Background: an optimization exercise with open tools, aiming at small area, a short achievable clock period and few clock cycles. Do not read the settings as production practice. At most, simulation tests tie the RTL to the original design; equivalence was not proved. Power figures rest on the tool's default switching activity, not on a simulated workload.

## alu_operand_seq
module alu_operand_seq
#(
    parameter int ALU_LAT = 1,
    parameter int NUM_OPS = alu_operand_seq_pkg::NUM_OPS_DEF
) (
    input  logic                 clk,
    input  logic                 rst,
    input  logic                 CMD_VALID,
    output logic                 CMD_READY,
    input  logic [alu_operand_seq_pkg::OP_W-1:0]      CMD_OP,
    input  logic [alu_operand_seq_pkg::REG_IDX_W-1:0] CMD_RS,
    input  logic [alu_operand_seq_pkg::REG_IDX_W-1:0] CMD_RT,
    input  logic [alu_operand_seq_pkg::REG_IDX_W-1:0] CMD_RD,
    input  logic                 CMD_USE_IMM,
    input  logic [alu_operand_seq_pkg::IMM_W-1:0]     CMD_IMM,
    output logic [alu_operand_seq_pkg::DATA_W-1:0]    ALU_A,
    output logic [alu_operand_seq_pkg::DATA_W-1:0]    ALU_B,
    output logic [alu_operand_seq_pkg::OP_W-1:0]      ALU_OP,
    input  logic [alu_operand_seq_pkg::DATA_W-1:0]    ALU_OUT,
    output logic                 DONE,
    output logic [alu_operand_seq_pkg::DATA_W-1:0]    RESULT,
    output logic                 ERR,
    input  logic [alu_operand_seq_pkg::REG_IDX_W-1:0] DBG_ADDR,
    output logic [alu_operand_seq_pkg::DATA_W-1:0]    DBG_DATA
);
Size in the first run: roughly 2,900 cells after synthesis, roughly 46,000 um2 of cells after synthesis.
==> module alu_dbg_sel, before the edit <==
module alu_dbg_sel
(
    input  logic                 i_idle,
    input  logic [alu_operand_seq_pkg::REG_IDX_W-1:0] i_rs,
    input  logic [alu_operand_seq_pkg::REG_IDX_W-1:0] i_dbg_addr,
    output logic [alu_operand_seq_pkg::NUM_REGS-1:1]  o_sel
);
    logic [3:0] w_rs_lo;
    logic [1:0][3:0] w_dbg_lo;
    logic [7:0] w_rs_hi, w_dbg_hi;
    alu_dec2            u_rs_lo  (                .i_a(i_rs[1:0]),       .o_sel(w_rs_lo));
    alu_dec3            u_rs_hi  (                .i_a(i_rs[4:2]),       .o_sel(w_rs_hi));
    alu_dec2            u_dbg_lo0(                .i_a(i_dbg_addr[1:0]), .o_sel(w_dbg_lo[0]));
    alu_dec2            u_dbg_lo1(                .i_a(i_dbg_addr[1:0]), .o_sel(w_dbg_lo[1]));
    alu_dec3            u_dbg_hi (                .i_a(i_dbg_addr[4:2]), .o_sel(w_dbg_hi));
    always_comb begin
        for (int i = 1; i < alu_operand_seq_pkg::NUM_REGS; i++) begin
            o_sel[i] = (w_rs_lo[i % 4] && w_rs_hi[i / 4])
                    || (w_dbg_lo[i / 16][i % 4] && w_dbg_hi[i / 4] && i_idle);
        end
    end
endmodule
==> flow/config.mk <==
export PLATFORM = sky130hd
export DESIGN_NAME = alu_operand_seq
export DESIGN_NICKNAME = alu_operand_seq
export VERILOG_FILES = /design/flow/design.v
export SDC_FILE = /design/flow/constraint.sdc
export NUM_CORES = 4
export LEC_CHECK = 0
export CAP_MARGIN = 20
export CORE_MARGIN = 2
export CORE_UTILIZATION = 55
export CTS_BUF_LIST = sky130_fd_sc_hd__clkbuf_8
export CTS_CLUSTER_DIAMETER = 60
export CTS_CLUSTER_SIZE = 16
export SETUP_SLACK_MARGIN = 2.5
export SLEW_MARGIN = 20
export SYNTH_HIERARCHICAL = 1
==> flow/constraint.sdc <==
create_clock -name core_clock -period 6.0 [get_ports {clk}]
set_input_delay 1.2000 -clock core_clock [delete_from_list [all_inputs] [get_ports {clk}]]
set_output_delay 1.2000 -clock core_clock [all_outputs]
set_load 0.01 [all_outputs]
standard.sh (not shown) runs the stock make flow with config.mk's settings and CLKGATE_MAP_FILE= SYNTH_SCRIPT=/design/flow/synth_recipe.tcl, a recipe that flattens the netlist after the stock synthesis.
==> flow/flow/run.sh <==
#!/bin/bash
# The standard layout (the standard.sh: standard synthesis, then ORFS to
# finish) with two changes to how the resizer works:
#  - ports are buffered with buf_2 instead of the delay-buffer cell that
#    buffer_ports picks by default;
#  - repair may resize cells to other footprints (MATCH_CELL_FOOTPRINT=0).
# The full make output goes to flow_make.log in the work folder; ORFS keeps
# each step's log under orfs/logs/.
set -euo pipefail
bash standard.sh MATCH_CELL_FOOTPRINT=0 \
    "BUFFER_PORTS_ARGS=-buffer_cell sky130_fd_sc_hd__buf_2" \
    finish > flow_make.log 2>&1
The starting point finished with timing, DRC and antenna clean.
Change:
--- a/flow/design.v
+++ b/flow/design.v
@@ -278,22 +278,20 @@
     input  logic                 i_idle,
     input  logic [alu_operand_seq_pkg::REG_IDX_W-1:0] i_rs,
     input  logic [alu_operand_seq_pkg::REG_IDX_W-1:0] i_dbg_addr,
     output logic [alu_operand_seq_pkg::NUM_REGS-1:1]  o_sel
 );
-    logic [3:0] w_rs_lo;
-    logic [1:0][3:0] w_dbg_lo;
+    logic [3:0] w_rs_lo, w_dbg_lo;
     logic [7:0] w_rs_hi, w_dbg_hi;
     alu_dec2            u_rs_lo  (                .i_a(i_rs[1:0]),       .o_sel(w_rs_lo));
     alu_dec3            u_rs_hi  (                .i_a(i_rs[4:2]),       .o_sel(w_rs_hi));
-    alu_dec2            u_dbg_lo0(                .i_a(i_dbg_addr[1:0]), .o_sel(w_dbg_lo[0]));
-    alu_dec2            u_dbg_lo1(                .i_a(i_dbg_addr[1:0]), .o_sel(w_dbg_lo[1]));
+    alu_dec2            u_dbg_lo (                .i_a(i_dbg_addr[1:0]), .o_sel(w_dbg_lo));
     alu_dec3            u_dbg_hi (                .i_a(i_dbg_addr[4:2]), .o_sel(w_dbg_hi));
     always_comb begin
         for (int i = 1; i < alu_operand_seq_pkg::NUM_REGS; i++) begin
             o_sel[i] = (w_rs_lo[i % 4] && w_rs_hi[i / 4])
-                    || (w_dbg_lo[i / 16][i % 4] && w_dbg_hi[i / 4] && i_idle);
+                    || (w_dbg_lo[i % 4] && w_dbg_hi[i / 4] && i_idle);
         end
     end
 endmodule
 module alu_dec2
 (
What happened: The changed run passed the timing, design-rule and antenna checks. Cell area fell by 2.4%. Worst setup slack improved by 0.021 ns. Via count goes down by 2.2%. Cell count shrinks by 2.9%. Synthesized cell count barely changes. Wire length drops by 2.7%. Sequential share of layout area rose by 1.5 points. Clock skew went up by 0.014 ns. Die area barely changes. Total power decreases by 1.5%. Maximum frequency rose by 0.50%. Register-to-register slack gains 0.12 ns. Combinational power falls by about 6%. Sequential cell count is unchanged.
Testbench counts after the change, summed over its fixed seeds: cycles 12,016.
Function not checked in the first run of this note: the RTL went through the layout flow alone.

## afterwards: timing with drivers on the ports
In the flow no input, the clock included, has a driving cell. The finished layouts below were timed again as built, in two steps.
Step 1 assumes that a clkbuf_16 drives the clock port and a buf_2 every other input.
Step 2 times the ports against the registers' clock, not the clock port: input delays grow and output delays shrink by t, the midpoint of the rising clock arrivals with the driver on.
Slacks: ideal / step 1 / step 2; pairs: ideal / step 1.
run | shift t [ns] | setup slack, ns | hold WS [ns]
the first run | 0.837 | 1.808 / 1.496 / 1.496 | 0.362 / 0.362 / 0.362
the second run | 0.820 | 1.829 / 1.571 / 1.571 | 0.362 / 0.362 / 0.362
After both steps every run listed still meets setup and hold. For the first run, which loses most, drivers alone change the setup slack by -0.312 ns; drivers and shift together by -0.312 ns.
